Background: an optimization exercise with open tools, aiming at small area. Do not read the settings as production practice.
Function was checked by simulation only, so behaviour that the tests miss may differ from the original.
No activity file was given, so power comes from the tool's default toggle rates.

==> module conv_input_cache, before the edit <==
module conv_input_cache (
	input  logic                           clk,
	input  logic                           rst_n,
	input  logic [1:0]                     cmd,
	input  logic [32-1:0]            pixel_in,
	output logic [1:0]                     ack,
	output logic [6-1:0]             rom_addr,
	output logic [(8 - 3 + 1)*32-1:0]  out_window,
	output logic                           out_valid
);
	localparam int PW = 32;
	localparam int ROW_BITS = 8 * 32;
	localparam int WB = (8 - 3 + 1) * 32;
	localparam logic [1:0] M_IDLE = 2'd0;
	localparam logic [1:0] M_PRE = 2'd1;
	localparam logic [1:0] M_SHIFT = 2'd2;
	localparam logic [1:0] M_LOAD = 2'd3;
	logic [1:0] mode;
	logic [3:0] cnt;      
	logic [2:0] tl;       
	logic [2:0] old;      
	logic [2:0] vld;      
	logic [2:0] sel;      
	logic bias;
	logic [2:0] ld, rot, en, hd;    
	logic idle, shift, rd, row_done, cmd_done;
	logic [1:0] mode_n;
	logic [2:0] old_n, show, turn, ld_n, rot_n;
	assign idle = (mode == M_IDLE);
	assign shift = (mode == M_SHIFT);
	assign rd = mode[0];
	assign row_done = rd && (rom_addr[2:0] == 3'd7);
	always_comb begin
		case (mode)
			M_PRE: cmd_done = row_done && cnt[1];
			M_LOAD: cmd_done = row_done;
			M_SHIFT: cmd_done = cnt[3] && cnt[0];
			default: cmd_done = 1'b0;
		endcase
		mode_n = idle ? cmd : (cmd_done ? M_IDLE : mode);
		old_n = row_done ? {old[1:0], old[2]} : old;
		ld_n = {3{mode_n[0]}} & old_n;
	end
	always_comb begin
		show = ({3{cnt < 4'd3}} & old)
			| ({3{cnt >= 4'd3 && cnt < 4'd6}} & {old[1:0], old[2]})
			| ({3{cnt >= 4'd6 && cnt < 4'd9}} & {old[0], old[2:1]});
		turn[0] = shift && (cnt <= 4'd7);
		turn[1] = (shift && (cnt >= 4'd3)) || (tl == 3'd1);
		turn[2] = (shift && (cnt >= 4'd6)) || ((tl != 3'd0) && (tl <= 3'd4));
		rot_n = ({3{turn[0]}} & old)
			| ({3{turn[1]}} & {old[1:0], old[2]})
			| ({3{turn[2]}} & {old[0], old[2:1]});
	end
	always_ff @(posedge clk or negedge rst_n) begin
		if (!rst_n) begin
			mode <= M_IDLE;
			ack <= 2'd0;
			rom_addr <= '0;
			tl <= 3'd0;
			old <= 3'b001;
			vld <= 3'b000;
			out_valid <= 1'b0;
			ld <= 3'b000;
			rot <= 3'b000;
			en <= 3'b000;
			hd <= 3'b111;
		end else begin
			ack <= cmd_done ? mode : 2'd0;
			mode <= mode_n;
			if (rd)
				rom_addr <= rom_addr + 1'b1;
			if (shift && cmd_done)
				tl <= 3'd1;
			else if (tl != 3'd0)
				tl <= (tl == 3'd5) ? 3'd0 : tl + 1'b1;
			old <= old_n;
			if (row_done)
				vld <= vld | old;
			out_valid <= shift;
			ld <= ld_n;
			rot <= rot_n;
			en <= ld_n | rot_n;
			hd <= ~(ld_n | rot_n);
		end
	end
	always_ff @(posedge clk) begin
		if (idle)
			cnt <= 4'd0;
		else if (shift || row_done)
			cnt <= cnt + 1'b1;
		sel <= shift ? (show & vld) : 3'b000;
		bias <= shift && cmd_done;
	end
	logic [ROW_BITS-1:0] row0, row1, row2;
	function automatic logic [ROW_BITS-1:0] row_next(
		input logic [ROW_BITS-1:0] q,
		input logic [PW-1:0] pix,
		input logic l, r, e, h
	);
		row_next[ROW_BITS-PW-1:0] = ({(ROW_BITS-PW){e}} & q[ROW_BITS-1:PW])
			| ({(ROW_BITS-PW){h}} & q[ROW_BITS-PW-1:0]);
		row_next[ROW_BITS-1:ROW_BITS-PW] = ({PW{l}} & pix)
			| ({PW{r}} & q[PW-1:0])
			| ({PW{h}} & q[ROW_BITS-1:ROW_BITS-PW]);
	endfunction
	always_ff @(posedge clk) begin
		row0 <= row_next(row0, pixel_in, ld[0], rot[0], en[0], hd[0]);
		row1 <= row_next(row1, pixel_in, ld[1], rot[1], en[1], hd[1]);
		row2 <= row_next(row2, pixel_in, ld[2], rot[2], en[2], hd[2]);
	end
	assign out_window = ({WB{sel[0]}} & row0[WB-1:0])
		| ({WB{sel[1]}} & row1[WB-1:0])
		| ({WB{sel[2]}} & row2[WB-1:0])
		| ({WB{bias}} & {(8 - 3 + 1){32'h3F80_0000}});
endmodule
export LEC_CHECK = 0
export CAP_MARGIN = 20
export CORE_MARGIN = 2
export CORE_UTILIZATION = 40
export SLEW_MARGIN = 20
create_clock -name core_clock -period 4.0 [get_ports {clk}]
standard.sh (not shown) runs the stock make flow with config.mk's settings and CLKGATE_MAP_FILE= SYNTH_SCRIPT=/design/flow/synth_recipe.tcl, a recipe that flattens the netlist after the stock synthesis.
==> flow/flow/run.sh <==
#!/bin/bash
# Standard ORFS layout, with the port buffers made as buf_1 cells and a
# clock tree of clkbuf_16 cells, each driving up to 30 registers, without
# dummy loads.
cd "$(dirname "$0")/.."
export BUFFER_PORTS_ARGS="-buffer_cell sky130_fd_sc_hd__buf_1"
export CTS_ARGS="-sink_clustering_enable -repair_clock_nets -dont_use_dummy_load -buf_list {sky130_fd_sc_hd__clkbuf_16} -sink_clustering_size 30 -sink_clustering_max_diameter 80"
bash standard.sh > standard.log 2>&1
Then changed:
--- a/flow/design.v
+++ b/flow/design.v
@@ -18,12 +18,11 @@
 	logic [1:0] mode;
 	logic [3:0] cnt;      
 	logic [2:0] tl;       
 	logic [2:0] old;      
-	logic [2:0] vld;      
 	logic [2:0] sel;      
-	logic bias;
-	logic [2:0] ld, rot, en, hd;    
+	logic bias;           
+	logic [2:0] ld, rot, en, hd;
 	logic idle, shift, rd, row_done, cmd_done;
 	logic [1:0] mode_n;
 	logic [2:0] old_n, show, turn, ld_n, rot_n;
 	assign idle = (mode == M_IDLE);
@@ -58,14 +57,12 @@
 			ack <= 2'd0;
 			rom_addr <= '0;
 			tl <= 3'd0;
 			old <= 3'b001;
-			vld <= 3'b000;
-			out_valid <= 1'b0;
 			ld <= 3'b000;
 			rot <= 3'b000;
 			en <= 3'b000;
-			hd <= 3'b111;
+			hd <= 3'b000;
 		end else begin
 			ack <= cmd_done ? mode : 2'd0;
 			mode <= mode_n;
 			if (rd)
@@ -74,11 +71,8 @@
 				tl <= 3'd1;
 			else if (tl != 3'd0)
 				tl <= (tl == 3'd5) ? 3'd0 : tl + 1'b1;
 			old <= old_n;
-			if (row_done)
-				vld <= vld | old;
-			out_valid <= shift;
 			ld <= ld_n;
 			rot <= rot_n;
 			en <= ld_n | rot_n;
 			hd <= ~(ld_n | rot_n);
@@ -88,10 +82,9 @@
 		if (idle)
 			cnt <= 4'd0;
 		else if (shift || row_done)
 			cnt <= cnt + 1'b1;
-		sel <= shift ? (show & vld) : 3'b000;
-		bias <= shift && cmd_done;
+		sel <= shift ? show : 3'b000;
 	end
 	logic [ROW_BITS-1:0] row0, row1, row2;
 	function automatic logic [ROW_BITS-1:0] row_next(
 		input logic [ROW_BITS-1:0] q,
@@ -108,8 +101,10 @@
 		row0 <= row_next(row0, pixel_in, ld[0], rot[0], en[0], hd[0]);
 		row1 <= row_next(row1, pixel_in, ld[1], rot[1], en[1], hd[1]);
 		row2 <= row_next(row2, pixel_in, ld[2], rot[2], en[2], hd[2]);
 	end
+	assign bias = (tl == 3'd1);
+	assign out_valid = (sel != 3'b000) || bias;
 	assign out_window = ({WB{sel[0]}} & row0[WB-1:0])
 		| ({WB{sel[1]}} & row1[WB-1:0])
 		| ({WB{sel[2]}} & row2[WB-1:0])
 		| ({WB{bias}} & {(8 - 3 + 1){32'h3F80_0000}});
- wire length falls by about 0.53%
- core utilization is about the same
- power climbs by about 4%
- global-route usage is about the same
- register-to-register slack is worse by 0.07 ns
- area after synthesis went down by 0.40%
- non-clock buffer count climbs by 5
- cell area stays flat

========
## the baseline
Another version of the RTL of conv_input_cache (not shown whole).
Size: about 2400 cells after synthesis, about 240 I/O pins, about 28000 µm² of cells after synthesis.
==> module conv_input_cache, before the edit <==
module conv_input_cache (
	input  logic                           clk,
	input  logic                           rst_n,
	input  logic [1:0]                     cmd,
	input  logic [32-1:0]            pixel_in,
	output logic [1:0]                     ack,
	output logic [6-1:0]             rom_addr,
	output logic [(8 - 3 + 1)*32-1:0]  out_window,
	output logic                           out_valid
);
	localparam int PW = 32;
	localparam int ROW_BITS = 8 * 32;
	localparam int WB = (8 - 3 + 1) * 32;
	localparam logic [1:0] M_IDLE = 2'd0;
	localparam logic [1:0] M_PRE = 2'd1;
	localparam logic [1:0] M_SHIFT = 2'd2;
	localparam logic [1:0] M_LOAD = 2'd3;
	logic [1:0] mode;
	logic [3:0] cnt;      
	logic [2:0] tl;       
	logic [2:0] old;      
	logic [2:0] sel;      
	logic bias;           
	logic [2:0] ld, rot, en, hd;
	logic idle, shift, rd, row_done, cmd_done;
	logic [1:0] mode_n;
	logic [2:0] old_n, show, turn, ld_n, rot_n;
	assign idle = (mode == M_IDLE);
	assign shift = (mode == M_SHIFT);
	assign rd = mode[0];
	assign row_done = rd && (rom_addr[2:0] == 3'd7);
	always_comb begin
		case (mode)
			M_PRE: cmd_done = row_done && cnt[1];
			M_LOAD: cmd_done = row_done;
			M_SHIFT: cmd_done = cnt[3] && cnt[0];
			default: cmd_done = 1'b0;
		endcase
		mode_n = idle ? cmd : (cmd_done ? M_IDLE : mode);
		old_n = row_done ? {old[1:0], old[2]} : old;
		ld_n = {3{mode_n[0]}} & old_n;
	end
	always_comb begin
		show = ({3{cnt < 4'd3}} & old)
			| ({3{cnt >= 4'd3 && cnt < 4'd6}} & {old[1:0], old[2]})
			| ({3{cnt >= 4'd6 && cnt < 4'd9}} & {old[0], old[2:1]});
		turn[0] = shift && (cnt <= 4'd7);
		turn[1] = (shift && (cnt >= 4'd3)) || (tl == 3'd1);
		turn[2] = (shift && (cnt >= 4'd6)) || ((tl != 3'd0) && (tl <= 3'd4));
		rot_n = ({3{turn[0]}} & old)
			| ({3{turn[1]}} & {old[1:0], old[2]})
			| ({3{turn[2]}} & {old[0], old[2:1]});
	end
	always_ff @(posedge clk or negedge rst_n) begin
		if (!rst_n) begin
			mode <= M_IDLE;
			ack <= 2'd0;
			rom_addr <= '0;
			tl <= 3'd0;
			old <= 3'b001;
			ld <= 3'b000;
			rot <= 3'b000;
			en <= 3'b000;
			hd <= 3'b000;
		end else begin
			ack <= cmd_done ? mode : 2'd0;
			mode <= mode_n;
			if (rd)
				rom_addr <= rom_addr + 1'b1;
			if (shift && cmd_done)
				tl <= 3'd1;
			else if (tl != 3'd0)
				tl <= (tl == 3'd5) ? 3'd0 : tl + 1'b1;
			old <= old_n;
			ld <= ld_n;
			rot <= rot_n;
			en <= ld_n | rot_n;
			hd <= ~(ld_n | rot_n);
		end
	end
	always_ff @(posedge clk or negedge rst_n) begin
		if (!rst_n) begin
			cnt <= 4'd0;
			sel <= 3'b000;
		end else begin
			if (idle)
				cnt <= 4'd0;
			else if (shift || row_done)
				cnt <= cnt + 1'b1;
			sel <= shift ? show : 3'b000;
		end
	end
	logic [ROW_BITS-1:0] row0, row1, row2;
	function automatic logic [ROW_BITS-1:0] row_next(
		input logic [ROW_BITS-1:0] q,
		input logic [PW-1:0] pix,
		input logic l, r, e, h
	);
		row_next[ROW_BITS-PW-1:0] = ({(ROW_BITS-PW){e}} & q[ROW_BITS-1:PW])
			| ({(ROW_BITS-PW){h}} & q[ROW_BITS-PW-1:0]);
		row_next[ROW_BITS-1:ROW_BITS-PW] = ({PW{l}} & pix)
			| ({PW{r}} & q[PW-1:0])
			| ({PW{h}} & q[ROW_BITS-1:ROW_BITS-PW]);
	endfunction
	always_ff @(posedge clk) begin
		row0 <= row_next(row0, pixel_in, ld[0], rot[0], en[0], hd[0]);
		row1 <= row_next(row1, pixel_in, ld[1], rot[1], en[1], hd[1]);
		row2 <= row_next(row2, pixel_in, ld[2], rot[2], en[2], hd[2]);
	end
	assign bias = (tl == 3'd1);
	assign out_valid = (sel != 3'b000) || bias;
	assign out_window = ({WB{sel[0]}} & row0[WB-1:0])
		| ({WB{sel[1]}} & row1[WB-1:0])
		| ({WB{sel[2]}} & row2[WB-1:0])
		| ({WB{bias}} & {(8 - 3 + 1){32'h3F80_0000}});
endmodule
Settings: LEC_CHECK=0, CAP_MARGIN=20, CORE_MARGIN=2, CORE_UTILIZATION=40, SLEW_MARGIN=20; clock period 4.0 ns.
Scripts as last shown in full above: flow/flow/run.sh
#### Input delta (the candidate over the baseline)
--- a/flow/design.v
+++ b/flow/design.v
@@ -21,5 +21,5 @@
 	logic [2:0] old;      
 	logic [2:0] sel;      
-	logic bias;           
+	logic bias;
 	logic [2:0] ld, rot, en, hd;
 	logic idle, shift, rd, row_done, cmd_done;
@@ -59,4 +59,5 @@
 			tl <= 3'd0;
 			old <= 3'b001;
+			out_valid <= 1'b0;
 			ld <= 3'b000;
 			rot <= 3'b000;
@@ -73,4 +74,5 @@
 				tl <= (tl == 3'd5) ? 3'd0 : tl + 1'b1;
 			old <= old_n;
+			out_valid <= shift;
 			ld <= ld_n;
 			rot <= rot_n;
@@ -79,15 +81,11 @@
 		end
 	end
-	always_ff @(posedge clk or negedge rst_n) begin
-		if (!rst_n) begin
+	always_ff @(posedge clk) begin
+		if (idle)
 			cnt <= 4'd0;
-			sel <= 3'b000;
-		end else begin
-			if (idle)
-				cnt <= 4'd0;
-			else if (shift || row_done)
-				cnt <= cnt + 1'b1;
-			sel <= shift ? show : 3'b000;
-		end
+		else if (shift || row_done)
+			cnt <= cnt + 1'b1;
+		sel <= shift ? show : 3'b000;
+		bias <= shift && cmd_done;
 	end
 	logic [ROW_BITS-1:0] row0, row1, row2;
@@ -108,6 +106,4 @@
 		row2 <= row_next(row2, pixel_in, ld[2], rot[2], en[2], hd[2]);
 	end
-	assign bias = (tl == 3'd1);
-	assign out_valid = (sel != 3'b000) || bias;
 	assign out_window = ({WB{sel[0]}} & row0[WB-1:0])
 		| ({WB{sel[1]}} & row1[WB-1:0])
Notes after the runs:
- First-pass GRT wire length in the candidate is about 1% higher than in the baseline
- Lower cell count after placement was reported by the baseline, not the candidate.
- In the candidate, the area taken by multi-input logic gates came out about 0.8% above the value in the baseline.
- Detail-routed via count per cell (lower): the candidate
- Cell count of the worst reg-to-reg path: the candidate vs the baseline down 1
- For the baseline, the layer carrying the most global-route usage was met2, unlike the candidate, where it was met1.

-- static timing again, ports no longer ideal --
The results above use ideal ports. As a check the final layouts listed here were re-extracted and re-timed, cells and wires unchanged. Step 1 assumes that a clkbuf_16 drives the clock port and a buf_2 every other input. Step 2 moves the port delays by t, midway between the first and last clock arrival at a register: inputs arrive t later, outputs are due t later. That takes back most of the time a late clock gives input paths. Slacks: ideal / step 1 / step 2; pairs: ideal / step 1.
| run | t (ns) | setup slack, ns | worst data-port slew with drivers (ns) |
|---|---|---|---|
| the first run of note 1 | 0.630 | 0.581 / 0.518 / 1.148 | 0.14 |
| the second run of note 1 | 0.625 | 0.594 / 0.532 / 1.157 | 0.12 |
| the baseline | 0.629 | 0.480 / 0.417 / 1.047 | 0.12 |
| the candidate | 0.631 | 0.692 / 0.630 / 1.262 | 0.12 |
After both steps every run listed still meets setup and hold.
